Background: an optimization exercise with open tools, aiming at small area and a short achievable clock period. Do not read the settings as production practice. Function was checked by simulation only, so behaviour that the tests miss may differ from the original. No activity file was given, so power comes from the tool's default toggle rates.

$ cat flow/flow/run.sh
#!/bin/bash
# Standard synthesis, then the combinational logic re-mapped by ABC with a
# delay target (registers untouched), then the standard layout steps.
set -euo pipefail
W=$(pwd)
R=$W/orfs/results/$FLOW_PLATFORM/flow_switch_top/base
LIB=$FLOW_HOME/platforms/sky130hd/lib/sky130_fd_sc_hd__tt_025C_1v80.lib
DELAY=${REMAP_DELAY_PS:-2000}
bash standard.sh synth > $W/synth.log 2>&1
cp $R/1_2_yosys.v $W/std_synth.v
sed -e "s|@LIB@|$LIB|g" -e "s|@IN@|$W/std_synth.v|g" -e "s|@OUT@|$W/remap.v|g" \
    -e "s|@DELAY@|$DELAY|g" -e "s|@CONSTR@|$W/flow/abc.constr|g" -e "s|@RDSCRIPT@|$W/flow/rdcone.abc|g" flow/remap.ys.in > $W/remap.ys
yosys -s $W/remap.ys > $W/remap.log 2>&1
cp $W/remap.v $R/1_2_yosys.v
rm -f $R/1_synth.odb $R/1_synth.sdc
bash standard.sh MATCH_CELL_FOOTPRINT=0 'BUFFER_PORTS_ARGS=-buffer_cell sky130_fd_sc_hd__buf_2' finish > $W/finish.log 2>&1
$ cat flow/flow/abc.constr
set_driving_cell sky130_fd_sc_hd__buf_1
set_load 5
$ cat flow/flow/rdcone.abc
strash
dch
map -D 100
buffer
upsize -D 100
$ cat flow/flow/remap.ys.in
# Re-map the combinational logic of the standard synthesis, delay first.
# Registers stay the instances the standard synthesis made.
read_liberty -ignore_miss_func @LIB@
read_verilog @IN@
hierarchy -top flow_switch_top
setattr -mod -set keep_hierarchy 1 sky130_fd_sc_hd__dfbbn_1 sky130_fd_sc_hd__dfbbn_2 sky130_fd_sc_hd__dfbbp_1 sky130_fd_sc_hd__dfrbp_1 sky130_fd_sc_hd__dfrbp_2 sky130_fd_sc_hd__dfrtn_1 sky130_fd_sc_hd__dfrtp_1 sky130_fd_sc_hd__dfrtp_2 sky130_fd_sc_hd__dfrtp_4 sky130_fd_sc_hd__dfsbp_1 sky130_fd_sc_hd__dfsbp_2 sky130_fd_sc_hd__dfstp_1 sky130_fd_sc_hd__dfstp_2 sky130_fd_sc_hd__dfstp_4 sky130_fd_sc_hd__dfxbp_1 sky130_fd_sc_hd__dfxbp_2 sky130_fd_sc_hd__dfxtp_1 sky130_fd_sc_hd__dfxtp_2 sky130_fd_sc_hd__dfxtp_4 sky130_fd_sc_hd__dlclkp_1 sky130_fd_sc_hd__dlclkp_2 sky130_fd_sc_hd__dlclkp_4 sky130_fd_sc_hd__dlrbn_1 sky130_fd_sc_hd__dlrbn_2 sky130_fd_sc_hd__dlrbp_1 sky130_fd_sc_hd__dlrbp_2 sky130_fd_sc_hd__dlrtn_1 sky130_fd_sc_hd__dlrtn_2 sky130_fd_sc_hd__dlrtn_4 sky130_fd_sc_hd__dlrtp_1 sky130_fd_sc_hd__dlrtp_2 sky130_fd_sc_hd__dlrtp_4 sky130_fd_sc_hd__dlxbn_1 sky130_fd_sc_hd__dlxbn_2 sky130_fd_sc_hd__dlxbp_1 sky130_fd_sc_hd__dlxtn_1 sky130_fd_sc_hd__dlxtn_2 sky130_fd_sc_hd__dlxtn_4 sky130_fd_sc_hd__dlxtp_1 sky130_fd_sc_hd__edfxbp_1 sky130_fd_sc_hd__edfxtp_1 sky130_fd_sc_hd__lpflow_inputisolatch_1 sky130_fd_sc_hd__sdfbbn_1 sky130_fd_sc_hd__sdfbbn_2 sky130_fd_sc_hd__sdfbbp_1 sky130_fd_sc_hd__sdfrbp_1 sky130_fd_sc_hd__sdfrbp_2 sky130_fd_sc_hd__sdfrtn_1 sky130_fd_sc_hd__sdfrtp_1 sky130_fd_sc_hd__sdfrtp_2 sky130_fd_sc_hd__sdfrtp_4 sky130_fd_sc_hd__sdfsbp_1 sky130_fd_sc_hd__sdfsbp_2 sky130_fd_sc_hd__sdfstp_1 sky130_fd_sc_hd__sdfstp_2 sky130_fd_sc_hd__sdfstp_4 sky130_fd_sc_hd__sdfxbp_1 sky130_fd_sc_hd__sdfxbp_2 sky130_fd_sc_hd__sdfxtp_1 sky130_fd_sc_hd__sdfxtp_2 sky130_fd_sc_hd__sdfxtp_4 sky130_fd_sc_hd__sdlclkp_1 sky130_fd_sc_hd__sdlclkp_2 sky130_fd_sc_hd__sdlclkp_4 sky130_fd_sc_hd__sedfxbp_1 sky130_fd_sc_hd__sedfxbp_2 sky130_fd_sc_hd__sedfxtp_1 sky130_fd_sc_hd__sedfxtp_2 sky130_fd_sc_hd__sedfxtp_4
setattr -set keep 1 t:sky130_fd_sc_hd__df* t:sky130_fd_sc_hd__edf* t:sky130_fd_sc_hd__sdf* t:sky130_fd_sc_hd__dl*
flatten
opt_clean
# The APB read-data cone first, for delay alone: ABC cannot see that its
# inputs arrive late and its outputs are due early
select -set rdcone o:o_prdata o:o_pslverr %u %ci*:-sky130_fd_sc_hd__dfxtp_1[Q,D]:-sky130_fd_sc_hd__edfxtp_1[Q,D,DE]
abc -constr @CONSTR@ -script @RDSCRIPT@ -liberty @LIB@ -dont_use sky130_fd_sc_hd__probe_p_8 -dont_use sky130_fd_sc_hd__probec_p_8 -dont_use sky130_fd_sc_hd__lpflow_bleeder_1 -dont_use sky130_fd_sc_hd__lpflow_clkbufkapwr_1 -dont_use sky130_fd_sc_hd__lpflow_clkbufkapwr_16 -dont_use sky130_fd_sc_hd__lpflow_clkbufkapwr_2 -dont_use sky130_fd_sc_hd__lpflow_clkbufkapwr_4 -dont_use sky130_fd_sc_hd__lpflow_clkbufkapwr_8 -dont_use sky130_fd_sc_hd__lpflow_clkinvkapwr_1 -dont_use sky130_fd_sc_hd__lpflow_clkinvkapwr_16 -dont_use sky130_fd_sc_hd__lpflow_clkinvkapwr_2 -dont_use sky130_fd_sc_hd__lpflow_clkinvkapwr_4 -dont_use sky130_fd_sc_hd__lpflow_clkinvkapwr_8 -dont_use sky130_fd_sc_hd__lpflow_decapkapwr_12 -dont_use sky130_fd_sc_hd__lpflow_decapkapwr_3 -dont_use sky130_fd_sc_hd__lpflow_decapkapwr_4 -dont_use sky130_fd_sc_hd__lpflow_decapkapwr_6 -dont_use sky130_fd_sc_hd__lpflow_decapkapwr_8 -dont_use sky130_fd_sc_hd__lpflow_inputiso0n_1 -dont_use sky130_fd_sc_hd__lpflow_inputiso0p_1 -dont_use sky130_fd_sc_hd__lpflow_inputiso1n_1 -dont_use sky130_fd_sc_hd__lpflow_inputiso1p_1 -dont_use sky130_fd_sc_hd__lpflow_inputisolatch_1 -dont_use sky130_fd_sc_hd__lpflow_isobufsrc_1 -dont_use sky130_fd_sc_hd__lpflow_isobufsrc_16 -dont_use sky130_fd_sc_hd__lpflow_isobufsrc_2 -dont_use sky130_fd_sc_hd__lpflow_isobufsrc_4 -dont_use sky130_fd_sc_hd__lpflow_isobufsrc_8 -dont_use sky130_fd_sc_hd__lpflow_isobufsrckapwr_16 -dont_use sky130_fd_sc_hd__lpflow_lsbuf_lh_hl_isowell_tap_1 -dont_use sky130_fd_sc_hd__lpflow_lsbuf_lh_hl_isowell_tap_2 -dont_use sky130_fd_sc_hd__lpflow_lsbuf_lh_hl_isowell_tap_4 -dont_use sky130_fd_sc_hd__lpflow_lsbuf_lh_isowell_4 -dont_use sky130_fd_sc_hd__lpflow_lsbuf_lh_isowell_tap_1 -dont_use sky130_fd_sc_hd__lpflow_lsbuf_lh_isowell_tap_2 -dont_use sky130_fd_sc_hd__lpflow_lsbuf_lh_isowell_tap_4 -dont_use sky130_fd_sc_hd__fill_1 -dont_use sky130_fd_sc_hd__fill_2 -dont_use sky130_fd_sc_hd__fill_4 -dont_use sky130_fd_sc_hd__fill_8  @rdcone
select -clear
abc -D @DELAY@ -liberty @LIB@ -dont_use sky130_fd_sc_hd__probe_p_8 -dont_use sky130_fd_sc_hd__probec_p_8 -dont_use sky130_fd_sc_hd__lpflow_bleeder_1 -dont_use sky130_fd_sc_hd__lpflow_clkbufkapwr_1 -dont_use sky130_fd_sc_hd__lpflow_clkbufkapwr_16 -dont_use sky130_fd_sc_hd__lpflow_clkbufkapwr_2 -dont_use sky130_fd_sc_hd__lpflow_clkbufkapwr_4 -dont_use sky130_fd_sc_hd__lpflow_clkbufkapwr_8 -dont_use sky130_fd_sc_hd__lpflow_clkinvkapwr_1 -dont_use sky130_fd_sc_hd__lpflow_clkinvkapwr_16 -dont_use sky130_fd_sc_hd__lpflow_clkinvkapwr_2 -dont_use sky130_fd_sc_hd__lpflow_clkinvkapwr_4 -dont_use sky130_fd_sc_hd__lpflow_clkinvkapwr_8 -dont_use sky130_fd_sc_hd__lpflow_decapkapwr_12 -dont_use sky130_fd_sc_hd__lpflow_decapkapwr_3 -dont_use sky130_fd_sc_hd__lpflow_decapkapwr_4 -dont_use sky130_fd_sc_hd__lpflow_decapkapwr_6 -dont_use sky130_fd_sc_hd__lpflow_decapkapwr_8 -dont_use sky130_fd_sc_hd__lpflow_inputiso0n_1 -dont_use sky130_fd_sc_hd__lpflow_inputiso0p_1 -dont_use sky130_fd_sc_hd__lpflow_inputiso1n_1 -dont_use sky130_fd_sc_hd__lpflow_inputiso1p_1 -dont_use sky130_fd_sc_hd__lpflow_inputisolatch_1 -dont_use sky130_fd_sc_hd__lpflow_isobufsrc_1 -dont_use sky130_fd_sc_hd__lpflow_isobufsrc_16 -dont_use sky130_fd_sc_hd__lpflow_isobufsrc_2 -dont_use sky130_fd_sc_hd__lpflow_isobufsrc_4 -dont_use sky130_fd_sc_hd__lpflow_isobufsrc_8 -dont_use sky130_fd_sc_hd__lpflow_isobufsrckapwr_16 -dont_use sky130_fd_sc_hd__lpflow_lsbuf_lh_hl_isowell_tap_1 -dont_use sky130_fd_sc_hd__lpflow_lsbuf_lh_hl_isowell_tap_2 -dont_use sky130_fd_sc_hd__lpflow_lsbuf_lh_hl_isowell_tap_4 -dont_use sky130_fd_sc_hd__lpflow_lsbuf_lh_isowell_4 -dont_use sky130_fd_sc_hd__lpflow_lsbuf_lh_isowell_tap_1 -dont_use sky130_fd_sc_hd__lpflow_lsbuf_lh_isowell_tap_2 -dont_use sky130_fd_sc_hd__lpflow_lsbuf_lh_isowell_tap_4 -dont_use sky130_fd_sc_hd__fill_1 -dont_use sky130_fd_sc_hd__fill_2 -dont_use sky130_fd_sc_hd__fill_4 -dont_use sky130_fd_sc_hd__fill_8 
opt_clean -purge
splitnets
opt_clean -purge
hilomap -singleton -hicell sky130_fd_sc_hd__conb_1 HI -locell sky130_fd_sc_hd__conb_1 LO
insbuf -buf sky130_fd_sc_hd__buf_4 A X
rename -hide w:* i:* o:* %u %d
select flow_switch_top
stat -liberty @LIB@
write_verilog -noattr -nohex -nodec -selected @OUT@
$ cat flow/standard.sh
#!/bin/bash
# synth_recipe.tcl (not shown) runs the flow's synth.tcl, then flattens the netlist and writes it again
# the make line also repeats each setting of config.mk as NAME=value (left out here)
make -C /OpenROAD-flow-scripts/flow DESIGN_CONFIG=/design/flow/config.mk WORK_HOME=/design/flow/orfs CLKGATE_MAP_FILE= SYNTH_SCRIPT=/design/flow/synth_recipe.tcl "${@:-finish}"
$ cat flow/config.mk
export PLATFORM = sky130hd
export DESIGN_NAME = flow_switch_top
export DESIGN_NICKNAME = flow_switch_top
export VERILOG_FILES = /design/flow/design.v
export SDC_FILE = /design/flow/constraint.sdc
export NUM_CORES = 4
export LEC_CHECK = 0
export CAP_MARGIN = 20
export CORE_MARGIN = 2
export CORE_UTILIZATION = 45
export CTS_BUF_LIST = sky130_fd_sc_hd__clkbuf_8
export CTS_CLUSTER_DIAMETER = 50
export CTS_CLUSTER_SIZE = 16
export PLACE_DENSITY = 0.6
export SETUP_SLACK_MARGIN = 2.2
export SLEW_MARGIN = 20
$ cat flow/constraint.sdc
create_clock -name core_clock -period 5.0 [get_ports {clk}]
set_input_delay 1.0000 -clock core_clock [delete_from_list [all_inputs] [get_ports {clk}]]
set_output_delay 1.0000 -clock core_clock [all_outputs]
set_load 0.01 [all_outputs]
$ cat flow/design.v
package flow_switch_pkg;
	typedef struct packed {
		logic [1:0] dest;
		logic [3:0] payload;
	} word_fields_t;
	typedef union packed {
		logic [6-1:0] raw;
		word_fields_t       fields;
	} word_u;
	typedef struct packed {
		logic full;
		logic empty;
		logic almost_full;
		logic almost_empty;
		logic error;
	} fifo_status_t;
	typedef struct packed {
		logic               psel;
		logic               penable;
		logic               pwrite;
		logic [4-1:0] paddr;
		logic [8-1:0] pwdata;
	} apb_req_t;
	typedef struct packed {
		logic [8-1:0] prdata;
		logic               pready;
		logic               pslverr;
	} apb_rsp_t;
	typedef struct packed {
		logic [5-1:0] af;
		logic [5-1:0] ae;
	} thresh_t;
endpackage
`timescale 1ns/1ps
module fifo16 (
	input  logic               clk,
	input  logic               reset_L,
	input  logic               i_wr,
	input  logic [6-1:0] i_wr_data,
	input  logic               i_rd,
	output logic [6-1:0] o_head,
	output logic               o_hv,
	output logic               o_overrun
);
	logic [6-1:0] head;
	logic [6-1:0] body [16-1];
	logic [6-1:0] body_head;
	logic               hv;
	logic [7:0]         bcnt;
	logic [15:0]        bsel;
	logic               overrun;
	logic               b_empty;
	logic               full;
	logic               wr_ok;
	always_comb begin
		bsel[0] = !bcnt[7] && !bcnt[0];
		bsel[8] =  bcnt[7] &&  bcnt[0];
		for (int k = 1; k < 8; k++) begin
			bsel[k]     =  bcnt[k-1] && !bcnt[k];
			bsel[k + 8] = !bcnt[k-1] &&  bcnt[k];
		end
	end
	assign b_empty = bsel[0];
	assign full    = hv && bsel[15];
	assign wr_ok = i_wr && (!full || i_rd);
	always_ff @(posedge clk) begin
		if (wr_ok && hv) begin
			body[0] <= i_wr_data;
			for (int k = 1; k < 16-1; k++)
				body[k] <= body[k-1];
		end
	end
	always_comb begin
		body_head = '0;
		for (int k = 1; k < 16; k++)
			body_head = body_head | ({6{bsel[k]}} & body[k-1]);
	end
	always_ff @(posedge clk) begin
		if (i_rd && !b_empty)
			head <= body_head;
		else if (wr_ok && (!hv || i_rd))
			head <= i_wr_data;
	end
	always_ff @(posedge clk) begin
		if (!reset_L) begin
			hv      <= 1'b0;
			bcnt    <= 8'd0;
			overrun <= 1'b0;
		end else begin
			hv <= wr_ok || (hv && !(i_rd && b_empty));
			if (wr_ok && hv && !i_rd)
				bcnt <= {bcnt[6:0], !bcnt[7]};
			else if (i_rd && !b_empty && !wr_ok)
				bcnt <= {!bcnt[0], bcnt[7:1]};
			if (i_wr)
				overrun <= !wr_ok;
		end
	end
	assign o_head    = head;
	assign o_hv      = hv;
	assign o_overrun = overrun;
endmodule
`timescale 1ns/1ps
module vc_arbiter (
	input  logic                            clk,
	input  logic                            reset_L,
	input  logic                            i_enable,
	input  logic [4-1:0]              i_in_valid,
	input  logic [4-1:0][6-1:0] i_in_head,
	input  logic [4-1:0]              i_out_af,
	output logic [4-1:0]              o_in_pop,
	output logic [4-1:0]              o_out_wr,
	output logic [3:0]                      o_out_data
);
	logic [4-1:0] eligible;
	logic [4-1:0] last_q;
	logic [4-1:0] grant;
	logic               grant_vld;
	logic [4-1:0] xfer_wr_d;
	logic [3:0]         xfer_pl_d;
	logic [4-1:0] xfer_wr_q;
	logic [3:0]         xfer_pl_q;
	always_comb begin
		for (int i = 0; i < 4; i++)
			eligible[i] = i_enable && i_in_valid[i] &&
				!i_out_af[i_in_head[i][6-1 -: 2]];
	end
	always_comb begin
		for (int i = 0; i < 4; i++) begin
			logic [1:0] p1, p2, p3;
			p1 = 2'(i + 1);
			p2 = 2'(i + 2);
			p3 = 2'(i + 3);
			grant[i] = eligible[i] && (
				last_q[p3] ||
				(last_q[p2] && !eligible[p3]) ||
				(last_q[p1] && !eligible[p2] && !eligible[p3]) ||
				(last_q[i]  && !eligible[p1] && !eligible[p2] && !eligible[p3]));
		end
	end
	assign grant_vld = |eligible;
	always_comb begin
		xfer_wr_d = '0;
		xfer_pl_d = '0;
		for (int i = 0; i < 4; i++) begin
			if (grant[i]) begin
				xfer_wr_d[i_in_head[i][6-1 -: 2]] = 1'b1;
				xfer_pl_d = xfer_pl_d | i_in_head[i][3:0];
			end
		end
	end
	assign o_in_pop = grant;
	always_ff @(posedge clk) begin
		if (!reset_L) begin
			last_q    <= 4'b1000;
			xfer_wr_q <= '0;
		end else begin
			xfer_wr_q <= xfer_wr_d;
			if (grant_vld)
				last_q <= grant;
		end
	end
	always_ff @(posedge clk)
		xfer_pl_q <= xfer_pl_d;
	assign o_out_wr   = xfer_wr_q;
	assign o_out_data = xfer_pl_q;
endmodule
`timescale 1ns/1ps
module flow_ctrl_regs (
	input  logic               clk,
	input  logic               reset_L,
	input  logic               i_psel,
	input  logic               i_penable,
	input  logic               i_pwrite,
	input  logic [3:0]         i_paddr,
	input  logic [7:0]         i_pwdata,
	output logic [7:0]         o_prdata,
	output logic               o_pready,
	output logic               o_pslverr,
	input  logic [4-1:0] i_in_empty,
	input  logic [4-1:0] i_in_error,
	input  logic [4-1:0] i_out_empty,
	input  logic [4-1:0] i_out_error,
	output logic               o_enable,
	output logic [3:0]         o_af,
	output logic               o_af_wr,
	output logic [3:0]         o_af_wdata
);
	logic       enable_q;
	logic [3:0] af_q;
	logic [3:0] ae_q;
	logic [7:0] err_q;
	logic [7:0] err_clr;
	logic [7:0] rd_mux;
	logic       wr_en;
	logic       thr_wr;
	logic [3:0] af_wr;
	assign wr_en = i_psel && i_penable && i_pwrite;
	assign thr_wr = wr_en && i_paddr == 4'h4;
	assign af_wr  = (i_pwdata[3:0] == 4'd0) ? 4'd1 : i_pwdata[3:0];
	assign err_clr = (wr_en && i_paddr == 4'hC) ? i_pwdata : '0;
	always_ff @(posedge clk) begin
		if (!reset_L) begin
			enable_q <= 1'b0;
			af_q     <= 4'd15;
			ae_q     <= 4'd1;
			err_q    <= '0;
		end else begin
			if (wr_en && i_paddr == 4'h0)
				enable_q <= i_pwdata[0];
			if (thr_wr) begin
				af_q <= af_wr;
				ae_q <= i_pwdata[7:4];
			end
			err_q <= (err_q & ~err_clr) | {i_out_error, i_in_error};
		end
	end
	always_comb begin
		case (i_paddr)
			4'h0:    rd_mux = {7'd0, enable_q};
			4'h4:    rd_mux = {ae_q, af_q};
			4'h8:    rd_mux = {i_in_empty, i_out_empty};
			4'hC:    rd_mux = err_q;
			default: rd_mux = '0;
		endcase
	end
	assign o_prdata  = (i_psel && !i_pwrite) ? rd_mux : '0;
	assign o_pready  = 1'b1;
	assign o_pslverr = i_psel && i_penable && (i_paddr[1:0] != 2'b00);
	assign o_enable = enable_q;
	assign o_af      = af_q;
	assign o_af_wr    = thr_wr;
	assign o_af_wdata = af_wr;
endmodule
`timescale 1ns/1ps
module flow_switch_top (
	input  logic                        clk,
	input  logic                        reset_L,
	input  logic                        i_psel,
	input  logic                        i_penable,
	input  logic                        i_pwrite,
	input  logic [4-1:0]          i_paddr,
	input  logic [8-1:0]          i_pwdata,
	output logic [8-1:0]          o_prdata,
	output logic                        o_pready,
	output logic                        o_pslverr,
	input  logic [4-1:0]          i_push,
	input  logic [4*6-1:0]  i_in_data,
	input  logic [4-1:0]          i_pop,
	output logic [4*6-1:0]  o_out_data,
	output logic [4-1:0]          o_out_empty
);
	logic [4-1:0]              in_empty;
	logic [4-1:0]              in_error;
	logic [4-1:0][6-1:0] in_head;
	logic [4-1:0]              in_pop;
	logic [4-1:0]              out_empty;
	logic [4-1:0]              out_af;
	logic [4-1:0]              out_error;
	logic [4-1:0]              out_wr;
	logic [3:0]                      xfer_data;
	logic                            enable;
	logic [3:0]                      af;
	logic                            af_wr;
	logic [3:0]                      af_wdata;
	for (genvar g = 0; g < 4; g++) begin : g_ch
		logic [3:0] out_head;
		logic       in_hv;
		fifo16 u_in_fifo (
			.clk        (clk),
			.reset_L    (reset_L),
			.i_wr       (i_push[g]),
			.i_wr_data  (i_in_data[g*6 +: 6]),
			.i_rd       (in_pop[g]),
			.o_head     (in_head[g]),
			.o_hv       (in_hv),
			.o_overrun  (in_error[g])
		);
		fifo16_out u_out_fifo (
			.clk        (clk),
			.reset_L    (reset_L),
			.i_wr       (out_wr[g]),
			.i_wr_data  (xfer_data),
			.i_rd       (i_pop[g]),
			.i_af       (af),
			.i_af_wr    (af_wr),
			.i_af_wdata (af_wdata),
			.o_head     (out_head),
			.o_empty    (out_empty[g]),
			.o_af       (out_af[g]),
			.o_underrun (out_error[g])
		);
		assign in_empty[g] = !in_hv;
		assign o_out_data[g*6 +: 6] = i_pop[g] ? {2'(g), out_head} : '0;
		assign o_out_empty[g] = out_empty[g];
	end
	vc_arbiter u_arbiter (
		.clk        (clk),
		.reset_L    (reset_L),
		.i_enable   (enable),
		.i_in_valid (~in_empty),
		.i_in_head  (in_head),
		.i_out_af   (out_af),
		.o_in_pop   (in_pop),
		.o_out_wr   (out_wr),
		.o_out_data (xfer_data)
	);
	flow_ctrl_regs u_regs (
		.clk         (clk),
		.reset_L     (reset_L),
		.i_psel      (i_psel),
		.i_penable   (i_penable),
		.i_pwrite    (i_pwrite),
		.i_paddr     (i_paddr),
		.i_pwdata    (i_pwdata),
		.o_prdata    (o_prdata),
		.o_pready    (o_pready),
		.o_pslverr   (o_pslverr),
		.i_in_empty  (in_empty),
		.i_in_error  (in_error),
		.i_out_empty (out_empty),
		.i_out_error (out_error),
		.o_enable    (enable),
		.o_af        (af),
		.o_af_wr     (af_wr),
		.o_af_wdata  (af_wdata)
	);
endmodule
module fifo16_out (
	input  logic       clk,
	input  logic       reset_L,
	input  logic       i_wr,
	input  logic [3:0] i_wr_data,
	input  logic       i_rd,
	input  logic [3:0] i_af,
	input  logic       i_af_wr,
	input  logic [3:0] i_af_wdata,
	output logic [3:0] o_head,
	output logic       o_empty,
	output logic       o_af,
	output logic       o_underrun
);
	logic [3:0] head;
	logic [3:0] body [16-1];
	logic [4:0] fill;
	logic [4:0] fill_next;
	logic [3:0] bidx;
	logic       empty;
	logic       af;
	logic       underrun;
	logic       b_empty;
	logic       rd_ok;
	logic       up;
	logic       dn;
	logic       af_up;
	logic       af_hold;
	logic       af_dn;
	assign b_empty = (fill[4:1] == 4'd0);
	assign rd_ok   = i_rd && !empty;
	assign up      = i_wr && !rd_ok;
	assign dn      = rd_ok && !i_wr;
	assign bidx    = 4'(fill - 5'd2);
	always_ff @(posedge clk) begin
		if (i_wr && !empty) begin
			body[0] <= i_wr_data;
			for (int k = 1; k < 16-1; k++)
				body[k] <= body[k-1];
		end
	end
	always_ff @(posedge clk) begin
		if (rd_ok && !b_empty)
			head <= body[bidx];
		else if (i_wr && (empty || rd_ok))
			head <= i_wr_data;
	end
	assign fill_next = up ? fill + 5'd1 : dn ? fill - 5'd1 : fill;
	assign af_up   = ({1'b0, fill} + 6'd1 >= {2'b0, i_af});
	assign af_hold = (fill >= {1'b0, i_af});
	assign af_dn   = (fill > {1'b0, i_af});
	always_ff @(posedge clk) begin
		if (!reset_L) begin
			fill     <= 5'd0;
			empty    <= 1'b1;
			af       <= 1'b0;
			underrun <= 1'b0;
		end else begin
			fill  <= fill_next;
			empty <= (fill_next == 5'd0);
			if (i_af_wr)
				af <= (fill_next >= {1'b0, i_af_wdata});
			else
				af <= up ? af_up : dn ? af_dn : af_hold;
			if (i_rd)
				underrun <= empty;
		end
	end
	assign o_head     = head;
	assign o_empty    = empty;
	assign o_af       = af;
	assign o_underrun = underrun;
endmodule
==> flow_summary.json, run 1 <==
{
  "fill_cells": 5407,
  "grt_pass1_vias": 18648,
  "drv_slew": 0,
  "dpl-instance-area_sq_um": 30930,
  "nNetsFinal": 2301,
  "rows": 93,
  "vias": 19176,
  "post_drt_wl_per_cell_um": 23.08,
  "clockBufferDepth": 3,
  "post-route-period-util_pct": 57.15,
  "path_clk_slew_ns": 0.08,
  "drive_gt1_share_pct": 14.90,
  "p_int_uw": 9890,
  "status": "no timing/DRC/antenna violations",
  "setup_viol": 0,
  "gp_congestion": 0.9219,
  "power_frac_clock_pct": 32.6,
  "combinationalPowerShare_pct": 15.4,
  "slew_headroom_pct": 34.18,
  "initial_core_util_pct": 45.51,
  "clk-insertion-delay-late_ns": 0.71,
  "die_height_um": 259.1,
  "setup_tns_ns": 0,
  "dr.pass1.iters": 6,
  "skew_ns": 0.03476,
  "syn_area_sq_um": 29280,
  "finalHoldViolCount": 0,
  "dieWidth_um": 259.1,
  "io_pins": 87,
  "synth_cells": 2054,
  "wl_um": 73250,
  "cts_buffers": 78,
  "dieArea_sq_um": 67130,
  "track_usage_pct": 21.24,
  "core_sq_um": 64350,
  "final_common_cell": "edfxtp_1",
  "cts_num_sinks": 741,
  "viasPerCell": 6.042,
  "grt_pass1_wl_um": 110400,
  "switching_share_pct": 29.57,
  "antenna_found_initial": 7,
  "cp.required_ns": 4.00,
  "rsz0062_at_grt": "true",
  "power_density_nw_per_um2": 419.0,
  "multiInputGateArea_sq_um": 8174,
  "crit_fanout": 6,
  "cts_tree": "done",
  "finalWorstSetupSlack_ns": 2.143,
  "ant_nets": 0,
  "grt_max_degree": 91,
  "switching_power_uw": 4152,
  "post-place-ws_ns": 1.659,
  "design_area_sq_um": 33510,
  "worstPathArrival_ns": 1.86,
  "power_leakage_uw": 0.01085,
  "start_kind": "primary input",
  "hp-class": "register to register",
  "fin_crit_ns": 2.857,
  "drtIter0Drc": 2194,
  "layout_common_cells": "640 x edfxtp_1, 158 x nor2_1, 146 x nand2_1",
  "pwr-share-seq_pct": 52.0,
  "overflow": 0,
  "ir_drop_mv": 0.3163,
  "yosysWarnings": 6,
  "area_growth_pct": 14.44,
  "port_buffers": 81,
  "synth_area_per_cell_sq_um": 14.26,
  "end_kind": "primary output",
  "detailedPlacementHpwl_um": 45990,
  "holdWs_ns": 0.4407,
  "drc_errors": 0,
  "cts_max_level": 3,
  "final_core_util_pct": 52.08,
  "regArea_sq_um": 21260,
  "root_buffer": "clkbuf_8",
  "tightest_slew_ns": 0.9853,
  "maxCapViolCount": 0,
  "fmax_mhz": 350.0,
  "crit_type": "primary input to primary output"
}
per-layer routing:
metal	routed length (um)	track usage, %	vias up
met1	31550	29.58	9501
met2	34030	32.99	810
met3	5669	4.882	153
met5	44	0	-
met4	1945	7.161	8
li1	-	-	8704
stage by stage:
step / cells / power [uW]
after floorplan: 2057 / 8765
after global placement: 2999 / 9485
after detailed placement: 2999 / 9496
after CTS: 3149 / 14070
after global routing: 3174 / 14630
final: 3174 / 14040
worst paths after layout:
path	from	to	slack, ns	cells past startpoint
worst min-delay path	g_ch[0].u_out_fifo.body[4][1]$_DFFE_PP_	g_ch[0].u_out_fifo.body[5][1]$_DFFE_PP_	0.44	0
worst min register to register	g_ch[0].u_out_fifo.body[4][1]$_DFFE_PP_	g_ch[0].u_out_fifo.body[5][1]$_DFFE_PP_	0.44	0
worst max register to register	g_ch[2].u_in_fifo.head[4]$_DFFE_PP_	g_ch[1].u_in_fifo.body[12][2]$_DFFE_PN_	2.26	7
worst max-delay path	i_paddr[0]	o_prdata[4]	2.14	6
area by class of cell:
type	count	share of cell area (%)
multi-input combinational	1259	24.39
tap	855	3.192
antenna	3	0.02240
clock buffer	80	3.286
clock inverter	64	2.225
sequential	741	63.44
inverter	42	0.5153
timing repair buffer	130	2.923
sequential cells by signal (all words and copies together) (netlist names):
signal                    cells
g_ch.u_out_fifo.underrun      4
g_ch.u_in_fifo.overrun        4
g_ch.u_out_fifo.body        240
g_ch.u_out_fifo.head         16
u_regs.err_q                  8
g_ch.u_in_fifo.body         360
g_ch.u_in_fifo.head          24
g_ch.u_out_fifo.fill         20
g_ch.u_in_fifo.hv             4
u_arbiter.xfer_wr_q           4
u_arbiter.last_q              4
u_arbiter.xfer_pl_q           4
g_ch.u_out_fifo.af            4
u_regs.enable_q               1
u_regs.ae_q                   4
g_ch.u_out_fifo.empty         4
u_regs.af_q                   4
g_ch.u_in_fifo.bcnt          32
power by group through the flow:
stage                     Combinational (uW)  Clock, uW  Sequential (uW)
after CTS                               2110       4670             7290
after detailed placement                2080          0             7420
final                                   2160       4580             7300
after floorplan                         1470          0             7290
after global placement                  2070          0             7420
after global routing                    2380       4910             7340
worst max-delay path, cell delays in order:
cell      delay [ns]
buf_6           0.09
nor2_4          0.13
nand3b_4        0.15
buf_12          0.18
a21oi_4         0.17
buf_6           0.13
what timing repair did:
| action | 4_1_cts | 5_1_grt |
|---|---|---|
| hold buffers | 0 | 0 |
| resized for setup | 63 | 56 |
| setup endpoints to repair | 331 | 434 |
| gates cloned | 1 | 5 |
| pin swaps | 6 | 13 |
| buffers inserted | 5 | 17 |
==> run 2, diff against run 1 <==
--- a/flow/design.v
+++ b/flow/design.v
@@ -352,9 +352,7 @@
 	logic       rd_ok;
 	logic       up;
 	logic       dn;
-	logic       af_up;
-	logic       af_hold;
-	logic       af_dn;
+	logic [3:0] af_next;
 	assign b_empty = (fill[4:1] == 4'd0);
 	assign rd_ok   = i_rd && !empty;
 	assign up      = i_wr && !rd_ok;
@@ -374,9 +372,7 @@
 			head <= i_wr_data;
 	end
 	assign fill_next = up ? fill + 5'd1 : dn ? fill - 5'd1 : fill;
-	assign af_up   = ({1'b0, fill} + 6'd1 >= {2'b0, i_af});
-	assign af_hold = (fill >= {1'b0, i_af});
-	assign af_dn   = (fill > {1'b0, i_af});
+	assign af_next = i_af_wr ? i_af_wdata : i_af;
 	always_ff @(posedge clk) begin
 		if (!reset_L) begin
 			fill     <= 5'd0;
@@ -386,10 +382,7 @@
 		end else begin
 			fill  <= fill_next;
 			empty <= (fill_next == 5'd0);
-			if (i_af_wr)
-				af <= (fill_next >= {1'b0, i_af_wdata});
-			else
-				af <= up ? af_up : dn ? af_dn : af_hold;
+			af    <= (fill_next >= {1'b0, af_next});
 			if (i_rd)
 				underrun <= empty;
 		end
==> flow_summary.json, run 2 <==
{
  "cts_num_sinks": 741,
  "busiest_layer": "met2",
  "core_sq_um": 63310,
  "start_kind": "register",
  "final_cells": 3089,
  "vias": 18637,
  "grt_pass1_wl_um": 105300,
  "drc_errors": 0,
  "skew_ns": 0.03909,
  "slew_headroom_pct": 31.53,
  "overflow": 0,
  "power_density_nw_per_um2": 408.5,
  "wl_um": 69200,
  "die_height_um": 257.4,
  "dieWidth_um": 257.4,
  "rows": 92,
  "cts_max_level": 3,
  "nNetsFinal": 2238,
  "use_met1_pct": 29.68,
  "top_regs": "g_ch.u_in_fifo.body: 360 flops, g_ch.u_out_fifo.body: 240 flops, g_ch.u_in_fifo.bcnt: 32 flops",
  "met3_usage_pct": 3.418,
  "initial_core_util_pct": 45.64,
  "clk-insertion-delay-late_ns": 0.69,
  "setup_tns_ns": 0,
  "port_buffers": 81,
  "placed_cells": 2934,
  "final_common_cell": "edfxtp_1",
  "worstPathArrival_ns": 3.36,
  "ant_nets": 0,
  "layout_common_cells": "640 x edfxtp_1, 133 x nand2_1, 125 x nor2_1",
  "cp.required_ns": 5.56,
  "post_drt_wl_per_cell_um": 22.40,
  "crit_fanout": 8,
  "status": "no timing/DRC/antenna violations",
  "detailedPlacementHpwl_um": 43770,
  "area_growth_pct": 12.83,
  "crit_type": "register to register",
  "cts_buffers": 68,
  "setup_viol": 0,
  "track_usage_pct": 20.35,
  "io_pins": 87,
  "finalHoldViolCount": 0,
  "gr-usage-met2_pct": 31.06,
  "largest_register": "g_ch.u_in_fifo.body",
  "end_kind": "register",
  "syn_area_sq_um": 28890,
  "cts_tree": "done",
  "synth_area_per_cell_sq_um": 14.47,
  "maxCapViolCount": 0,
  "ir_drop_mv": 0.2159,
  "drive_gt1_share_pct": 13.84,
  "drtIter0Drc": 2488,
  "power_leakage_uw": 0.01067,
  "antenna_found_initial": 3,
  "viasPerCell": 6.033,
  "dieArea_sq_um": 66250,
  "fmax_mhz": 357.1,
  "fin_crit_ns": 2.801,
  "synth_cells": 1997,
  "dr.pass1.iters": 8,
  "rsz0062_at_grt": "true",
  "clockBufferDepth": 3,
  "largest_reg_flops": 360,
  "grt_pass1_vias": 17805,
  "path_clk_slew_ns": 0.11,
  "drv_slew": 0,
  "grt_max_degree": 91,
  "root_buffer": "clkbuf_8",
  "tightest_slew_ns": 1.019,
  "gp_congestion": 0.8897,
  "hp-class": "register to register",
  "post-route-period-util_pct": 56.01,
  "ctsHoldBuffers": 0,
  "yosysWarnings": 6
}
## run 2: critical path, stage by stage (launching register included)
cell,delay [ns]
edfxtp_1,0.51
inv_2,0.07
and3_2,0.23
nor4_4,0.36
buf_12,0.17
nor3_4,0.05
o31a_4,0.33
or3_4,0.41
and3_4,0.20
a221o_1,0.35
## run 2: per-stage QoR
stage	total power, uW	area (sq um)	worst slack [ns]	util (%)	hold WS, ns
floorplan	8809	29080	1.588	-	0.4168
global placement	9547	30600	1.794	48.34	0.4247
CTS	13360	32260	2.200	50.95	0.4348
finish	13320	32600	2.199	51.50	0.4392
global route	13900	32600	2.134	51.49	0.4457
detailed placement	9559	30600	1.629	48.34	0.4235
## run 2: what timing repair did
action                     4_1_cts  5_1_grt
buffers inserted                11       17
setup endpoints to repair      400      358
gates cloned                     2        1
pin swaps                        4       10
resized for setup               28       52
## run 2: path summary, 6_finish.rpt
path	to	slack (ns)	cells after the start	startpoint
min	g_ch[0].u_in_fifo.body[14][4]$_DFFE_PN_	0.44	0	g_ch[0].u_in_fifo.body[13][4]$_DFFE_PN_
max reg2reg	g_ch[3].u_in_fifo.bcnt[4]$_SDFFE_PN0P_	2.20	9	g_ch[1].u_in_fifo.head[5]$_DFFE_PP_
max	g_ch[3].u_in_fifo.bcnt[4]$_SDFFE_PN0P_	2.20	9	g_ch[1].u_in_fifo.head[5]$_DFFE_PP_
min reg2reg	g_ch[0].u_in_fifo.body[14][4]$_DFFE_PN_	0.44	0	g_ch[0].u_in_fifo.body[13][4]$_DFFE_PN_
## run 2: layer usage
layer / up-vias / wire length, um / share of wire [%]
li1: 8406 / - / -
met1: 9208 / 30200 / 44
met2: 867 / 31590 / 46
met3: 154 / 5306 / 7.7
met4: 2 / 2085 / 3.0
met5: - / 10 / 0.014
## run 2: final cells by class
type / count / area (sq um)
Inverter: 47 / 178.9
Sequential cell: 741 / 21250
Timing Repair Buffer: 133 / 933.4
Clock inverter: 47 / 401.6
Antenna cell: 3 / 7.507
Clock buffer: 74 / 1018
Multi-Input combinational cell: 1198 / 7757
Fill cell: 5416 / 30710
Tap cell: 846 / 1059
## run 2: power by group
group | leakage [uW] | internal, uW | switching [uW] | total (uW)
Sequential | 0.00671 | 6960 | 372 | 7340
Clock | 0.000781 | 1680 | 2130 | 3820
Combinational | 0.00317 | 799 | 1370 | 2160
Total | 0.0107 | 9450 | 3870 | 13300
==> run 3, diff against run 2 <==
--- a/flow/design.v
+++ b/flow/design.v
@@ -40,6 +40,7 @@
 	input  logic               i_rd,
 	output logic [6-1:0] o_head,
 	output logic               o_hv,
+	output logic [1:0]         o_dest,
 	output logic               o_overrun
 );
 	logic [6-1:0] head;
@@ -52,6 +53,10 @@
 	logic               b_empty;
 	logic               full;
 	logic               wr_ok;
+	logic               head_ld_body;
+	logic               head_ld_in;
+	logic [6-1:0] head_next;
+	logic [1:0]         dest_n;
 	always_comb begin
 		bsel[0] = !bcnt[7] && !bcnt[0];
 		bsel[8] =  bcnt[7] &&  bcnt[0];
@@ -75,11 +80,12 @@
 		for (int k = 1; k < 16; k++)
 			body_head = body_head | ({6{bsel[k]}} & body[k-1]);
 	end
+	assign head_ld_body = i_rd && !b_empty;
+	assign head_ld_in   = wr_ok && (!hv || i_rd);
+	assign head_next    = head_ld_body ? body_head : head_ld_in ? i_wr_data : head;
 	always_ff @(posedge clk) begin
-		if (i_rd && !b_empty)
-			head <= body_head;
-		else if (wr_ok && (!hv || i_rd))
-			head <= i_wr_data;
+		head   <= head_next;
+		dest_n <= ~head_next[6-1 -: 2];
 	end
 	always_ff @(posedge clk) begin
 		if (!reset_L) begin
@@ -98,6 +104,7 @@
 	end
 	assign o_head    = head;
 	assign o_hv      = hv;
+	assign o_dest    = ~dest_n;
 	assign o_overrun = overrun;
 endmodule
 `timescale 1ns/1ps
@@ -108,6 +115,7 @@
 	input  logic [4-1:0]              i_in_valid,
 	input  logic [4-1:0][6-1:0] i_in_head,
 	input  logic [4-1:0]              i_out_af,
+	input  logic [4-1:0][1:0]         i_in_dest,
 	output logic [4-1:0]              o_in_pop,
 	output logic [4-1:0]              o_out_wr,
 	output logic [3:0]                      o_out_data
@@ -123,7 +131,7 @@
 	always_comb begin
 		for (int i = 0; i < 4; i++)
 			eligible[i] = i_enable && i_in_valid[i] &&
-				!i_out_af[i_in_head[i][6-1 -: 2]];
+				!i_out_af[i_in_dest[i]];
 	end
 	always_comb begin
 		for (int i = 0; i < 4; i++) begin
@@ -144,7 +152,7 @@
 		xfer_pl_d = '0;
 		for (int i = 0; i < 4; i++) begin
 			if (grant[i]) begin
-				xfer_wr_d[i_in_head[i][6-1 -: 2]] = 1'b1;
+				xfer_wr_d[i_in_dest[i]] = 1'b1;
 				xfer_pl_d = xfer_pl_d | i_in_head[i][3:0];
 			end
 		end
@@ -253,6 +261,7 @@
 	logic [4-1:0]              in_empty;
 	logic [4-1:0]              in_error;
 	logic [4-1:0][6-1:0] in_head;
+	logic [4-1:0][1:0]         in_dest;
 	logic [4-1:0]              in_pop;
 	logic [4-1:0]              out_empty;
 	logic [4-1:0]              out_af;
@@ -274,6 +283,7 @@
 			.i_rd       (in_pop[g]),
 			.o_head     (in_head[g]),
 			.o_hv       (in_hv),
+			.o_dest     (in_dest[g]),
 			.o_overrun  (in_error[g])
 		);
 		fifo16_out u_out_fifo (
@@ -301,6 +311,7 @@
 		.i_in_valid (~in_empty),
 		.i_in_head  (in_head),
 		.i_out_af   (out_af),
+		.i_in_dest  (in_dest),
 		.o_in_pop   (in_pop),
 		.o_out_wr   (out_wr),
 		.o_out_data (xfer_data)
--- a/flow/config.mk
+++ b/flow/config.mk
@@ -12,5 +12,5 @@
 export CTS_CLUSTER_DIAMETER = 50
 export CTS_CLUSTER_SIZE = 16
 export PLACE_DENSITY = 0.6
-export SETUP_SLACK_MARGIN = 2.2
+export SETUP_SLACK_MARGIN = 2.3
 export SLEW_MARGIN = 20
==> flow_summary.json, run 3 <==
{
  "largest_register": "g_ch.u_in_fifo.body",
  "post-place-ws_ns": 1.716,
  "port_buffers": 81,
  "maxCapViolCount": 0,
  "rows": 93,
  "regArea_sq_um": 21350,
  "finalWorstSetupSlack_ns": 2.185,
  "worstPathArrival_ns": 1.81,
  "final_common_cell": "edfxtp_1",
  "nNetsFinal": 2261,
  "skew_ns": 0.03441,
  "core_sq_um": 64460,
  "end_kind": "primary output",
  "post_drt_wl_per_cell_um": 22.58,
  "fill_cells": 5403,
  "viasPerCell": 6.000,
  "overflow": 0,
  "setup_viol": 0,
  "crit_fanout": 8,
  "clockBufferDepth": 3,
  "fin_crit_ns": 2.815,
  "design_area_sq_um": 33290,
  "wl_um": 70680,
  "drv_slew": 0,
  "dieArea_sq_um": 67200,
  "synth_cells": 2019,
  "ir_drop_mv": 0.2507,
  "layout_common_cells": "632 x edfxtp_1, 147 x nand2_1, 109 x a21oi_1",
  "cts_num_sinks": 749,
  "path_clk_slew_ns": 0.09,
  "grt_max_degree": 91,
  "power_density_nw_per_um2": 414.5,
  "drive_gt1_share_pct": 16.14,
  "gp_congestion": 0.8703,
  "use_met1_pct": 28.84,
  "initial_core_util_pct": 45.47,
  "dr.pass1.iters": 6,
  "dieWidth_um": 259.2,
  "grt_pass1_wl_um": 108100,
  "ant_nets": 0,
  "status": "no timing/DRC/antenna violations",
  "clk-insertion-delay-late_ns": 0.71,
  "cts_max_level": 3,
  "fmax_mhz": 355.3,
  "rsz0062_at_grt": "true",
  "root_buffer": "clkbuf_8",
  "die_height_um": 259.2,
  "hp-class": "register to register",
  "drtIter0Drc": 2144,
  "io_pins": 87,
  "vias": 18781,
  "busiest_layer": "met2",
  "finalHoldViolCount": 0,
  "grt_pass1_vias": 18358,
  "cts_buffers": 76,
  "drc_errors": 0,
  "power_leakage_uw": 0.01091,
  "cts_tree": "done",
  "multiInputGateArea_sq_um": 8294,
  "gr-usage-met2_pct": 32.68,
  "synth_area_per_cell_sq_um": 14.52,
  "largest_reg_flops": 360,
  "post-route-period-util_pct": 56.30,
  "syn_area_sq_um": 29310,
  "detailedPlacementHpwl_um": 44570,
  "met3_usage_pct": 4.169,
  "tightest_slew_ns": 0.9991,
  "antenna_found_initial": 5,
  "dpl-instance-area_sq_um": 31030,
  "start_kind": "primary input",
  "track_usage_pct": 20.58,
  "slew_headroom_pct": 33.26,
  "top_regs": "g_ch.u_in_fifo.body: 360 flops, g_ch.u_out_fifo.body: 240 flops, g_ch.u_in_fifo.bcnt: 32 flops",
  "cp.required_ns": 4.00,
  "crit_type": "primary input to primary output",
  "yosysWarnings": 6,
  "setup_tns_ns": 0,
  "area_growth_pct": 13.56
}
==> run 3: routing by layer <==
metal  share of wire, %  vias up
met1                 44     9396
met2                 47      727
met3                6.8      139
met5              0.044        -
li1                   -     8513
met4                2.3        6
==> run 3: worst paths after layout <==
kind	slack [ns]	depth (start not counted)	endpoint	from
hold reg to reg	0.44	0	g_ch[2].u_in_fifo.body[4][3]$_DFFE_PN_	g_ch[2].u_in_fifo.body[3][3]$_DFFE_PN_
setup reg to reg	2.33	9	g_ch[2].u_in_fifo.head[5]$_DFF_P_	g_ch[3].u_in_fifo.dest_n[0]$_DFF_P_
hold / removal	0.44	0	g_ch[2].u_in_fifo.body[4][3]$_DFFE_PN_	g_ch[2].u_in_fifo.body[3][3]$_DFFE_PN_
setup / recovery	2.19	5	o_prdata[0]	i_paddr[1]
==> run 3: critical path, cell delays in order <==
cell and delay, ns:
buf_6 0.10, nor2_4 0.22, nand3b_4 0.18, a21oi_2 0.17
buf_2 0.15
==> run 3: per-stage QoR <==
stage / hold slack [ns] / total power [uW] / util (%) / std cells
2_1_floorplan: 0.4081 / 8939 / - / 2022
3_3_place_gp: 0.4227 / 9675 / 48.14 / 2961
3_5_place_dp: 0.4253 / 9691 / 48.14 / 2961
4_1_cts: 0.4273 / 13820 / 51.13 / 3111
5_1_grt: 0.4341 / 14370 / 51.64 / 3130
6_report: 0.4388 / 13800 / 51.64 / 3130
==> run 3: where the power goes <==
group,internal (uW),switching [uW]
sequential,7030,391
clock,1720,2400
combinational,868,1390
==> run 3: cell type report <==
cell class | instances | share of cell area [%]
sequential | 749 | 64.13
multi-input combinational | 1220 | 24.92
tap | 855 | 3.214
clock buffer | 76 | 3.142
timing repair buffer | 123 | 2.455
clock inverter | 64 | 1.650
inverter | 42 | 0.4886
antenna | 1 | 0.007518
==> run 3: timing repair <==
action / 4_1_cts / 5_1_grt
cloned: 3 / 2
endpoints found under the setup margin: 438 / 383
hold buffers: 0 / 0
pin swaps: 11 / 8
buffers inserted: 7 / 16
gates resized for setup: 66 / 57
==> run 4, diff against run 3 <==
--- a/flow/config.mk
+++ b/flow/config.mk
@@ -12,5 +12,5 @@
 export CTS_CLUSTER_DIAMETER = 50
 export CTS_CLUSTER_SIZE = 16
 export PLACE_DENSITY = 0.6
-export SETUP_SLACK_MARGIN = 2.3
+export SETUP_SLACK_MARGIN = 2.4
 export SLEW_MARGIN = 20
==> flow_summary.json, run 4 <==
{
  "track_usage_pct": 20.81,
  "drc_errors": 0,
  "crit_end": "o_prdata[0]",
  "syn_area_sq_um": 29310,
  "r2r_start": "g_ch[3].u_in_fifo.dest_n[0]$_DFF_P_",
  "worstPathArrival_ns": 1.85,
  "crit_type": "primary input to primary output",
  "wl_um": 71180,
  "fin_crit_ns": 2.853,
  "root_buffer": "clkbuf_8",
  "dieWidth_um": 259.2,
  "slew_headroom_pct": 26.61,
  "grt_pass1_wl_um": 109000,
  "reg2reg_setup_slack_ns": 2.35,
  "status": "no timing/DRC/antenna violations",
  "viasPerCell": 6.024,
  "io_pins": 87,
  "end_kind": "primary output",
  "power_leakage_uw": 0.01106,
  "clockBufferDepth": 3,
  "detailedPlacementHpwl_um": 44730,
  "grt_pass1_vias": 18437,
  "rows": 93,
  "core_sq_um": 64460,
  "final_common_cell": "edfxtp_1",
  "cpPeakStageDelay_ns": 0.24,
  "dr.pass1.iters": 14,
  "ir_drop_mv": 0.2353,
  "grt_max_degree": 91,
  "area_growth_pct": 14.68,
  "top_regs": "g_ch.u_in_fifo.body: 360 flops, g_ch.u_out_fifo.body: 240 flops, g_ch.u_in_fifo.bcnt: 32 flops",
  "crit_fanout": 5,
  "timing.critical_path.slowest_stage_cell": "nor2_4",
  "start_kind": "primary input",
  "finalHoldViolCount": 0,
  "vias": 18898,
  "largest_reg_flops": 360,
  "r2r_cells": 10,
  "fmax_mhz": 350.5,
  "final_core_util_pct": 52.14,
  "post_drt_wl_per_cell_um": 22.69,
  "drtIter0Drc": 2113,
  "cts_num_sinks": 749,
  "path_clk_slew_ns": 0.10,
  "critPathLaunch": "i_paddr[1]",
  "cts_max_level": 3,
  "gp_congestion": 0.8653,
  "skew_ns": 0.02451,
  "hp-class": "register to register",
  "nNetsFinal": 2266,
  "cts_tree": "done",
  "power_density_nw_per_um2": 417.3,
  "port_buffers": 81,
  "overflow": 0,
  "cp.required_ns": 4.00,
  "post-route-period-util_pct": 57.06,
  "synth_cells": 2019,
  "rsz0062_at_grt": "true",
  "yosysWarnings": 6,
  "initial_core_util_pct": 45.47,
  "antenna_found_initial": 5,
  "die_height_um": 259.2,
  "drv_slew": 0,
  "synth_area_per_cell_sq_um": 14.52,
  "r2r-end": "u_arbiter.xfer_wr_q[0]$_SDFF_PN0_",
  "largest_register": "g_ch.u_in_fifo.body",
  "tightest_slew_ns": 1.099,
  "maxCapViolCount": 0,
  "dieArea_sq_um": 67200,
  "setup_tns_ns": 0,
  "drive_gt1_share_pct": 17.54,
  "layout_common_cells": "632 x edfxtp_1, 146 x nand2_1, 111 x a21oi_1",
  "clk-insertion-delay-late_ns": 0.69,
  "cts_buffers": 76,
  "cp_cell_sequence": "buf_6 > nor2_4 > o2111ai_4 > a21oi_2 > buf_2",
  "ant_nets": 0,
  "setup_viol": 0
}
==> run 4: metal layers <==
| metal | share of wire [%] | track usage (%) |
|---|---|---|
| met3 | 6.4 | 3.945 |
| met4 | 2.5 | 6.481 |
| met1 | 44 | 29.45 |
| met2 | 47 | 32.72 |
| met5 | 0.042 | 0 |
==> run 4: how the worst min path moves through the flow <==
stage / start / endpoint / slack, ns / cells after the start
detailed placement: g_ch[1].u_out_fifo.body[9][3]$_DFFE_PP_ / g_ch[1].u_out_fifo.body[10][3]$_DFFE_PP_ / 0.43 / 0
CTS: g_ch[0].u_in_fifo.body[13][1]$_DFFE_PN_ / g_ch[0].u_in_fifo.body[14][1]$_DFFE_PN_ / 0.45 / 0
floorplan: g_ch[3].u_in_fifo.head[0]$_DFFE_PP_ / u_arbiter.xfer_pl_q[0]$_DFF_P_ / 0.41 / 2
finish: g_ch[0].u_in_fifo.body[13][1]$_DFFE_PN_ / g_ch[0].u_in_fifo.body[14][1]$_DFFE_PN_ / 0.44 / 0
global placement: g_ch[1].u_out_fifo.body[9][3]$_DFFE_PP_ / g_ch[1].u_out_fifo.body[10][3]$_DFFE_PP_ / 0.42 / 0
global route: g_ch[0].u_in_fifo.body[13][1]$_DFFE_PN_ / g_ch[0].u_in_fifo.body[14][1]$_DFFE_PN_ / 0.46 / 0
==> run 4: metrics by stage <==
step	power (uW)	area, sq um	worst slack, ns	hold WS [ns]	std cells
after global placement	9676	31070	1.825	0.4232	2959
after floorplan	8942	29560	1.809	0.4081	2022
after CTS	14040	33180	2.167	0.4452	3118
after detailed placement	9700	31070	1.796	0.4282	2959
after global routing	14620	33610	2.120	0.4563	3137
final	14030	33610	2.147	0.4405	3137
==> run 4: final cells by class <==
cell class / instances / area (sq um)
clock inverters: 60 / 586.8
inverters: 42 / 160.2
well taps: 855 / 1070
clock buffers: 81 / 1115
multi-input cells: 1221 / 8453
diodes: 2 / 5.005
fillers: 5410 / 30850
flip-flops and latches: 749 / 21360
repair buffers: 127 / 867.1
==> run 4: power by group <==
| group | internal [uW] | switching, uW | total, uW |
|---|---|---|---|
| Clock | 1900 | 2400 | 4300 |
| Sequential | 7030 | 395 | 7430 |
| Combinational | 892 | 1410 | 2300 |
==> run 4: what timing repair did <==
item | 4_1_cts | 5_1_grt
hold buffers | 0 | 0
resized for setup | 74 | 87
pin swaps | 8 | 16
buffers inserted | 13 | 16
cloned | 5 | 1
endpoints found under the hold margin | 0 | 0
endpoints found under the setup margin | 435 | 271
==> run 4: critical path, delay by kind of cell <==
kind | cells | cell delay (ns)
AO/OA/AOI/OAI | 2 | 0.36
buffers and inverters | 2 | 0.25
AND/OR/NAND/NOR | 1 | 0.24
==> run 5, diff against run 4 <==
--- a/flow/config.mk
+++ b/flow/config.mk
@@ -11,6 +11,7 @@
 export CTS_BUF_LIST = sky130_fd_sc_hd__clkbuf_8
 export CTS_CLUSTER_DIAMETER = 50
 export CTS_CLUSTER_SIZE = 16
+export GPL_ROUTABILITY_DRIVEN = 0
 export PLACE_DENSITY = 0.6
-export SETUP_SLACK_MARGIN = 2.4
+export SETUP_SLACK_MARGIN = 2.2
 export SLEW_MARGIN = 20
==> flow_summary.json, run 5 <==
{
  "status": "no timing/DRC/antenna violations",
  "power_leakage_uw": 0.01085,
  "drv_slew": 0,
  "dieWidth_um": 259.2,
  "viasPerCell": 6.018,
  "final_core_util_pct": 51.32,
  "setup_tns_ns": 0,
  "cts_num_sinks": 749,
  "post-route-period-util_pct": 54.80,
  "p_int_uw": 9841,
  "post_drt_wl_per_cell_um": 22.37,
  "dr.pass1.iters": 6,
  "die_height_um": 259.2,
  "fmax_mhz": 365.0,
  "switching_share_pct": 29.50,
  "detailedPlacementHpwl_um": 44550,
  "nNetsFinal": 2240,
  "rsz0062_at_grt": "true",
  "grt_pass1_wl_um": 106800,
  "slew_headroom_pct": 26.25,
  "ir_drop_mv": 0.3925,
  "area_growth_pct": 12.87,
  "start_kind": "primary input",
  "drtIter0Drc": 2194,
  "vias": 18699,
  "port_buffers": 81,
  "worstPathArrival_ns": 1.74,
  "clockBufferDepth": 3,
  "core_sq_um": 64460,
  "cts_max_level": 3,
  "overflow": 0,
  "wl_um": 69500,
  "cp.required_ns": 4.00,
  "drc_errors": 0,
  "setup_viol": 0,
  "finalHoldViolCount": 0,
  "clk-insertion-delay-late_ns": 0.69,
  "largest_reg_flops": 360,
  "antenna_found_initial": 5,
  "synth_area_per_cell_sq_um": 14.52,
  "synth_cells": 2019,
  "ant_nets": 0,
  "power_density_nw_per_um2": 421.9,
  "layout_common_cells": "632 x edfxtp_1, 143 x nand2_1, 113 x nor2_1",
  "grt_pass1_vias": 18098,
  "path_clk_slew_ns": 0.11,
  "crit_fanout": 8,
  "dieArea_sq_um": 67200,
  "maxCapViolCount": 0,
  "power_frac_clock_pct": 30.9,
  "yosysWarnings": 6,
  "rows": 93,
  "io_pins": 87,
  "track_usage_pct": 20.36,
  "pwr-share-seq_pct": 53.1,
  "tightest_slew_ns": 1.104,
  "largest_register": "g_ch.u_in_fifo.body",
  "end_kind": "primary output",
  "combinationalPowerShare_pct": 15.9,
  "cts_tree": "done",
  "dr_wl_met2_um": 32510,
  "hp-class": "register to register",
  "cts_buffers": 74,
  "crit_type": "primary input to primary output",
  "drive_gt1_share_pct": 14.62,
  "top_layer": "met5",
  "final_common_cell": "edfxtp_1",
  "top_regs": "g_ch.u_in_fifo.body: 360 flops, g_ch.u_out_fifo.body: 240 flops, g_ch.u_in_fifo.bcnt: 32 flops",
  "switching_power_uw": 4118,
  "wl_met3_um": 4767,
  "root_buffer": "clkbuf_8",
  "crit_top_cell": "buf_2",
  "timing.critical_path.slowest_stage_cell": "nor2_4",
  "fill_cells": 5441,
  "syn_area_sq_um": 29310,
  "wl_met1_um": 30600,
  "initial_core_util_pct": 45.47,
  "skew_ns": 0.03331,
  "fin_crit_ns": 2.740,
  "grt_max_degree": 91,
  "cp_cell_sequence": "buf_2 > nor2_4 > nand3b_4 > a21oi_1 > buf_2",
  "total_power_uw": 13960,
  "cpPeakStageDelay_ns": 0.16
}
run 5: power by group through the flow:
stage / sequential [uW] / combinational [uW] / clock [uW]
finish: 7420 / 2220 / 4320
global route: 7460 / 2460 / 4650
CTS: 7400 / 2180 / 4420
detailed placement: 7540 / 2150 / 0
global placement: 7530 / 2140 / 0
floorplan: 7380 / 1550 / 0
run 5: worst max-delay path: cells and delay by family:
family / cells / cell delay [ns]
AO/OA/AOI/OAI: 1 / 0.15
buffers and inverters: 2 / 0.26
AND/OR/NAND/NOR: 2 / 0.32
run 5: worst paths after layout:
path | start | to | slack (ns) | cells past startpoint
worst max-delay path | i_paddr[1] | o_prdata[7] | 2.26 | 5
worst max register to register | g_ch[1].u_out_fifo.af$_SDFF_PN0_ | g_ch[3].u_in_fifo.body[11][3]$_DFFE_PN_ | 2.31 | 7
worst min-delay path | g_ch[0].u_in_fifo.body[2][2]$_DFFE_PN_ | g_ch[0].u_in_fifo.body[3][2]$_DFFE_PN_ | 0.43 | 0
worst min register to register | g_ch[0].u_in_fifo.body[2][2]$_DFFE_PN_ | g_ch[0].u_in_fifo.body[3][2]$_DFFE_PN_ | 0.43 | 0
run 5: final cells by class:
class                   instances  area, sq um  area share, %
diodes                          1        2.502       0.007563
clock buffers                  80         1101          3.328
clock inverters                56        604.3          1.827
inverters                      42        160.2         0.4841
multi-input cells            1217         8157          24.65
flip-flops and latches        749        21340          64.49
well taps                     855         1070          3.233
repair buffers                107        654.4          1.978
run 5: layer usage:
metal,track usage (%),vias up
met5,0,-
li1,-,8475
met4,5.795,4
met2,32.22,760
met3,3.896,126
met1,28.80,9334
run 5: stage by stage:
step / hold slack (ns) / instance area [sq um] / setup WS, ns / instances
floorplan: 0.4081 / 29490 / 1.809 / 2022
global placement: 0.4248 / 31010 / 1.824 / 2960
detailed placement: 0.4264 / 31010 / 1.777 / 2960
CTS: 0.4362 / 32840 / 2.208 / 3099
global route: 0.4510 / 33090 / 2.153 / 3107
finish: 0.4342 / 33090 / 2.260 / 3107
run 5: what timing repair did:
| item | CTS | global route |
|---|---|---|
| endpoints found under the setup margin | 393 | 132 |
| resized for setup | 32 | 56 |
| pin swaps | 3 | 7 |
| endpoints found under the hold margin | 0 | 0 |
| cloned | 1 | 0 |
| hold buffers | 0 | 0 |
| buffers inserted | 2 | 7 |
==> run 6, diff against run 5 <==
--- a/flow/config.mk
+++ b/flow/config.mk
@@ -11,7 +11,6 @@
 export CTS_BUF_LIST = sky130_fd_sc_hd__clkbuf_8
 export CTS_CLUSTER_DIAMETER = 50
 export CTS_CLUSTER_SIZE = 16
-export GPL_ROUTABILITY_DRIVEN = 0
 export PLACE_DENSITY = 0.6
 export SETUP_SLACK_MARGIN = 2.2
 export SLEW_MARGIN = 20
==> flow_summary.json, run 6 <==
{
  "crit_type": "primary input to primary output",
  "cts_max_level": 3,
  "design_area_sq_um": 33090,
  "post-route-period-util_pct": 54.80,
  "r2r_start": "g_ch[1].u_out_fifo.af$_SDFF_PN0_",
  "skew_ns": 0.03331,
  "track_usage_pct": 20.36,
  "cp.required_ns": 4.00,
  "maxCapViolCount": 0,
  "port_buffers": 81,
  "cp_cell_sequence": "buf_2 > nor2_4 > nand3b_4 > a21oi_1 > buf_2",
  "area_growth_pct": 12.87,
  "r2r-end": "g_ch[3].u_in_fifo.body[11][3]$_DFFE_PN_",
  "crit_fanout": 8,
  "dieWidth_um": 259.2,
  "power_leakage_uw": 0.01085,
  "dieArea_sq_um": 67200,
  "grt_pass1_wl_um": 106800,
  "fill_cells": 5441,
  "hp-class": "register to register",
  "grt_pass1_vias": 18098,
  "layout_common_cells": "632 x edfxtp_1, 143 x nand2_1, 113 x nor2_1",
  "vias": 18699,
  "start_kind": "primary input",
  "drtIter0Drc": 2194,
  "min_delay_path_depth": 0,
  "viasPerCell": 6.018,
  "largest_reg_flops": 360,
  "io_pins": 87,
  "initial_core_util_pct": 45.47,
  "drive_gt1_share_pct": 14.62,
  "status": "no timing/DRC/antenna violations",
  "dpl-instance-area_sq_um": 31010,
  "core_sq_um": 64460,
  "reg2reg_setup_slack_ns": 2.31,
  "tightest_slew_ns": 1.104,
  "finalHoldViolCount": 0,
  "post_drt_wl_per_cell_um": 22.37,
  "detailedPlacementHpwl_um": 44550,
  "holdWs_ns": 0.4342,
  "drc_errors": 0,
  "final_common_cell": "edfxtp_1",
  "grt_max_degree": 91,
  "nNetsFinal": 2240,
  "overflow": 0,
  "antenna_found_initial": 5,
  "path_clk_slew_ns": 0.11,
  "top_regs": "g_ch.u_in_fifo.body: 360 flops, g_ch.u_out_fifo.body: 240 flops, g_ch.u_in_fifo.bcnt: 32 flops",
  "fin_crit_ns": 2.740,
  "final_cells": 3107,
  "slew_headroom_pct": 26.25,
  "syn_area_sq_um": 29310,
  "setup_tns_ns": 0,
  "rows": 93,
  "synth_cells": 2019,
  "clockBufferDepth": 3,
  "ctsHoldBuffers": 0,
  "fmax_mhz": 365.0,
  "die_height_um": 259.2,
  "timing.critical_path.slowest_stage_cell": "nor2_4",
  "worstPathArrival_ns": 1.74,
  "crit_top_cell": "buf_2",
  "synth_area_per_cell_sq_um": 14.52,
  "ir_drop_mv": 0.3925,
  "hold_start": "g_ch[0].u_in_fifo.body[2][2]$_DFFE_PN_",
  "holdPathEnd": "g_ch[0].u_in_fifo.body[3][2]$_DFFE_PN_",
  "power_density_nw_per_um2": 421.9,
  "cts_buffers": 74,
  "dr.pass1.iters": 6,
  "wl_um": 69500,
  "ant_nets": 0,
  "clk-insertion-delay-late_ns": 0.69,
  "setup_viol": 0,
  "cts_tree": "done",
  "end_kind": "primary output",
  "gp_congestion": 0.8620,
  "yosysWarnings": 6,
  "cts_num_sinks": 749,
  "placed_cells": 2960,
  "drv_slew": 0,
  "r2r_cells": 7,
  "largest_register": "g_ch.u_in_fifo.body",
  "rsz0062_at_grt": "true",
  "root_buffer": "clkbuf_8",
  "cpPeakStageDelay_ns": 0.16
}
## run 6: routing by layer
metal / GRT usage (%) / wire (um)
met5: 0 / 28
met4: 5.795 / 1597
met3: 3.896 / 4767
met2: 32.22 / 32510
met1: 28.80 / 30600
## run 6: area by class of cell
| cell class | count | area [sq um] | share of cell area (%) |
|---|---|---|---|
| Antenna cell | 1 | 2.502 | 0.007563 |
| Clock buffer | 80 | 1101 | 3.328 |
| Clock inverter | 56 | 604.3 | 1.827 |
| Inverter | 42 | 160.2 | 0.4841 |
| Multi-Input combinational cell | 1217 | 8157 | 24.65 |
| Sequential cell | 749 | 21340 | 64.49 |
| Tap cell | 855 | 1070 | 3.233 |
| Timing Repair Buffer | 107 | 654.4 | 1.978 |
## run 6: critical path, delay by kind of cell
kind	cells	cell delay [ns]
buf+inv	2	0.26
compound gates	1	0.15
simple gates	2	0.32
## run 6: timing repair
| action | 4_1_cts | 5_1_grt |
|---|---|---|
| gates resized for setup | 32 | 56 |
| pin swaps | 3 | 7 |
| cloned | 1 | 0 |
| setup endpoints to repair | 393 | 132 |
| setup buffers | 2 | 7 |
## run 6: how the worst max path moves through the flow
| stage | from | end | cells past startpoint |
|---|---|---|---|
| 2_1_floorplan | g_ch[1].u_in_fifo.dest_n[0]$_DFF_P_ | g_ch[1].u_in_fifo.body[0][0]$_DFFE_PN_ | 5 |
| 3_3_place_gp | i_paddr[0] | g_ch[1].u_out_fifo.af$_SDFF_PN0_ | 9 |
| 5_1_grt | g_ch[1].u_out_fifo.af$_SDFF_PN0_ | g_ch[3].u_in_fifo.body[3][3]$_DFFE_PN_ | 7 |
| 3_5_place_dp | i_paddr[0] | g_ch[2].u_out_fifo.af$_SDFF_PN0_ | 10 |
| 4_1_cts | g_ch[3].u_in_fifo.dest_n[0]$_DFF_P_ | g_ch[2].u_in_fifo.head[5]$_DFF_P_ | 9 |
| 6_report | i_paddr[1] | o_prdata[7] | 5 |
## run 6: metrics by stage
stage                     setup slack, ns  total power (uW)  utilization, %
after floorplan                     1.809              8935               -
after global placement              1.824              9667           48.11
after detailed placement            1.777              9689           48.11
after CTS                           2.208             14000           50.95
after global routing                2.153             14560           51.32
final                               2.260             13960           51.32
## run 6: power by group
part | internal [uW] | switching, uW
sequential | 7030 | 388
clock | 1960 | 2350
combinational | 848 | 1380

-- separate check: timing with driven ports --
No port has a modelled driver above. Below, the same layouts with a new extraction and two added sets of constraints. Step 1 assumes that a clkbuf_16 drives the clock port and a buf_2 every other input. Step 2 times the ports against the registers' clock, not the clock port: input delays grow and output delays shrink by t, the midpoint of the rising clock arrivals with the driver on. Slacks: ideal ports / drivers / drivers and shift; pairs: ideal ports / drivers.
| run | shift t [ns] | setup slack, ns | hold WS [ns] | worst setup path at the end | latest minus earliest clock arrival (ns) |
|---|---|---|---|---|---|
| run 1 | 0.756 | 2.143 / 2.110 / 1.760 | 0.441 / 0.441 / 0.441 | input to register | 0.035 / 0.035 |
| run 2 | 0.731 | 2.199 / 2.182 / 1.804 | 0.439 / 0.439 / 0.439 | input to register | 0.050 / 0.050 |
| run 3 | 0.754 | 2.185 / 2.134 / 1.747 | 0.439 / 0.439 / 0.439 | input to register | 0.041 / 0.042 |
| run 4 | 0.746 | 2.147 / 2.103 / 1.745 | 0.440 / 0.440 / 0.440 | input to register | 0.033 / 0.033 |
| run 5 | 0.736 | 2.260 / 2.187 / 1.654 | 0.434 / 0.434 / 0.434 | input to register | 0.037 / 0.037 |
| run 6 | 0.736 | 2.260 / 2.187 / 1.654 | 0.434 / 0.434 / 0.434 | input to register | 0.037 / 0.037 |
After both steps setup and hold are still met in every run listed.
